What follows belongs to an exercise in optimizing a design on an open flow for small area and a short achievable clock period; a production flow would make more cautious choices. Function was checked by simulation only, so behaviour that the tests miss may differ from the original. Power is estimated from default activity; no workload was simulated.

## try-cedar
==> flow/design.v (excerpt) <==
module compressor_unit
(
    input  logic              clock,
    input  logic              reset_n,
    input  logic [LINE_W-1:0] UnCompressedCache,
    output logic [LINE_W-1:0] CompressedCache,
    output logic [3:0]        Encoding,
    output logic [LINE_W-1:0] DeCompressedCache
);
For scale: about 3,900 cells after synthesis, about 41,000 sq um of cells after synthesis.
Settings: LEC_CHECK=0, CAP_MARGIN=20, CORE_MARGIN=2, CORE_UTILIZATION=40, SLEW_MARGIN=20, SYNTH_HIERARCHICAL=1; clock period 12.0 ns.
standard.sh (not shown) runs the stock make flow with config.mk's settings and CLKGATE_MAP_FILE= SYNTH_SCRIPT=/design/flow/synth_recipe.tcl, a recipe that flattens the netlist after the stock synthesis.
==> flow/flow/run.sh <==
#!/bin/bash
# Layout flow: the standard synthesis and ORFS layout, with these changes to
# how the layout is made:
#  - the clock tree gets no dummy balancing loads;
#  - ports are buffered with buf_2 instead of the delay cell buffer_ports picks;
#  - timing repair may change a cell's footprint and aims for a setup margin,
#    so the design is pushed below the clock period it must meet.
# Each step's full output goes to its own log in this folder (and ORFS keeps
# its per-stage logs under orfs/logs).
set -euo pipefail
MARGIN=${MARGIN:-7.0}
bash standard.sh synth > log_synth.txt 2>&1
export BUFFER_PORTS_ARGS="-buffer_cell sky130_fd_sc_hd__buf_2"
# clock tree without the dummy loads CTS adds for balancing
export CTS_ARGS="-sink_clustering_enable -repair_clock_nets -dont_use_dummy_load -sink_clustering_size 16 -sink_clustering_max_diameter 60 -buf_list {sky130_fd_sc_hd__clkbuf_8} -root_buf sky130_fd_sc_hd__clkbuf_16"
for step in floorplan place cts route finish; do
  bash standard.sh MATCH_CELL_FOOTPRINT=0 SETUP_SLACK_MARGIN=$MARGIN $step > log_$step.txt 2>&1
done
test -s out/final.def
Edits applied to the flow inputs when going from try-cedar to try-amber:
--- a/flow/flow/run.sh
+++ b/flow/flow/run.sh
@@ -5 +5,2 @@
-#  - ports are buffered with buf_2 instead of the delay cell buffer_ports picks;
+#  - ports are buffered with buf_2 instead of the delay cell buffer_ports picks,
+#    and the round-trip outputs (a full cycle of slack) with buf_1;
@@ -11 +12 @@
-MARGIN=${MARGIN:-7.0}
+MARGIN=${MARGIN:-6.6}
@@ -13,0 +15 @@
+export POST_GLOBAL_PLACE_TCL="$PWD/flow/dcbuf.tcl"
==> flow/flow/dcbuf.tcl (new file) <==
# The round-trip outputs have a full cycle of slack: give their port buffers
# the smallest buffer.
set n 0
foreach bterm [[ord::get_db_block] getBTerms] {
  if { ![string match "DeCompressedCache*" [$bterm getName]] } { continue }
  set net [$bterm getNet]
  foreach iterm [$net getITerms] {
    set inst [$iterm getInst]
    if { [[$inst getMaster] getName] == "sky130_fd_sc_hd__buf_2" } {
      replace_cell [$inst getName] sky130_fd_sc_hd__buf_1
      incr n
    }
  }
}
puts "round-trip port buffers downsized: $n"
==> run notes <==
- Worst slew margin relative to its limit, try-cedar and try-amber: higher on try-cedar
- try-amber: all stages complete, timing, DRC and antenna checks passed
- The flow did not stop early for try-cedar: all stages ran, and the layout cleared the timing, design-rule and antenna checks.
- Category of the critical setup timing path = input pin to flip-flop: try-amber; category of the critical setup timing path = flip-flop to output port: try-cedar
- Diff try-cedar -> try-amber | setup slack | decrease of 0.14 ns
- Compared with try-cedar, try-amber is the less power-hungry design.
Input changes introduced in try-violet (baseline for comparison: try-amber):
--- a/flow/flow/run.sh
+++ b/flow/flow/run.sh
@@ -8 +8,2 @@
-#    so the design is pushed below the clock period it must meet.
+#    so the design is pushed below the clock period it must meet; it works
+#    on the worst tenth of the failing endpoints.
@@ -12 +13 @@
-MARGIN=${MARGIN:-6.6}
+MARGIN=${MARGIN:-7.2}
@@ -19 +20 @@
-  bash standard.sh MATCH_CELL_FOOTPRINT=0 SETUP_SLACK_MARGIN=$MARGIN $step > log_$step.txt 2>&1
+  bash standard.sh MATCH_CELL_FOOTPRINT=0 SETUP_SLACK_MARGIN=$MARGIN TNS_END_PERCENT=10 $step > log_$step.txt 2>&1
### Flow results
Each of the runs, namely try-violet and try-amber, reached the end of the flow and came out clean. Taking try-amber as the reference point, the power consumption of try-violet rises by about 1.3%. Summary of try-violet over try-amber: routed length on met1 fell by 1500 microns; upper clock frequency limit has increased; multi-input logic portion of the cell area fell 1.3 points; wire length +2.0%. The share of total power in the clock network of try-violet exceeds that of try-amber by 0.4 points. try-violet against try-amber; DRC violation total after the first TritonRoute iteration is down slightly. Summary — worst hold slack, try-violet relative to try-amber: lower, by 0.054 ns. Looking only at number of stages on the worst setup path, and setting everything else aside, the lower value of try-violet and try-amber goes to try-violet.
Input changes introduced in try-indigo (baseline for comparison: try-violet):
--- a/flow/flow/run.sh
+++ b/flow/flow/run.sh
@@ -8,2 +8 @@
-#    so the design is pushed below the clock period it must meet; it works
-#    on the worst tenth of the failing endpoints.
+#    so the design is pushed below the clock period it must meet.
@@ -13 +12 @@
-MARGIN=${MARGIN:-7.2}
+MARGIN=${MARGIN:-6.8}
@@ -20 +19 @@
-  bash standard.sh MATCH_CELL_FOOTPRINT=0 SETUP_SLACK_MARGIN=$MARGIN TNS_END_PERCENT=10 $step > log_$step.txt 2>&1
+  bash standard.sh MATCH_CELL_FOOTPRINT=0 SETUP_SLACK_MARGIN=$MARGIN $step > log_$step.txt 2>&1
## What came out
In summary, try-indigo completed successfully, with a layout that passed the timing, design-rule and antenna checks. Capturing instance or port of the critical path: CompressedCache[108] -> try-indigo, r_fit[4] -> try-violet. Compared with try-violet, in try-indigo final instance count without filler cells fell 1.2%; average wire length per cell after detail routing shrank by about 1.8%; clock network fraction of design power dropped 0.2 points.

## static timing again, ports no longer ideal
No port has a modelled driver above. Below, the same layouts with a new extraction and two added sets of constraints. Step 1 (the two cells are an assumption about what drives the block):
set clk [get_ports {clock}]
set_driving_cell -lib_cell sky130_fd_sc_hd__clkbuf_16 $clk
set_driving_cell -lib_cell sky130_fd_sc_hd__buf_2 [delete_from_list [all_inputs] $clk]
Step 2 also shifts input and output timing later by t, the mid clock arrival at the registers, as if the neighbouring blocks saw the same clock. a / b / c = no drivers / after step 1 / after step 2; a / b = the first two.
| run | t, ns | setup slack, ns | latest minus earliest clock arrival (ns) | worst slew at a driven data input, ns | cell pins on the clock port's net |
|---|---|---|---|---|---|
| try-cedar | 0.676 | 6.630 / 6.558 / 6.019 | 0.118 / 0.118 | 0.09 | 1 |
| try-amber | 0.691 | 6.490 / 6.528 / 5.838 | 0.073 / 0.073 | 0.13 | 1 |
| try-violet | 0.690 | 6.697 / 6.707 / 6.039 | 0.101 / 0.101 | 0.17 | 1 |
| try-indigo | 0.673 | 6.679 / 6.608 / 6.084 | 0.124 / 0.124 | 0.11 | 1 |
After both steps every run listed still meets setup and hold. The setup slack of try-violet, which loses most, moves by +0.010 ns with the drivers and by -0.658 ns with both steps.
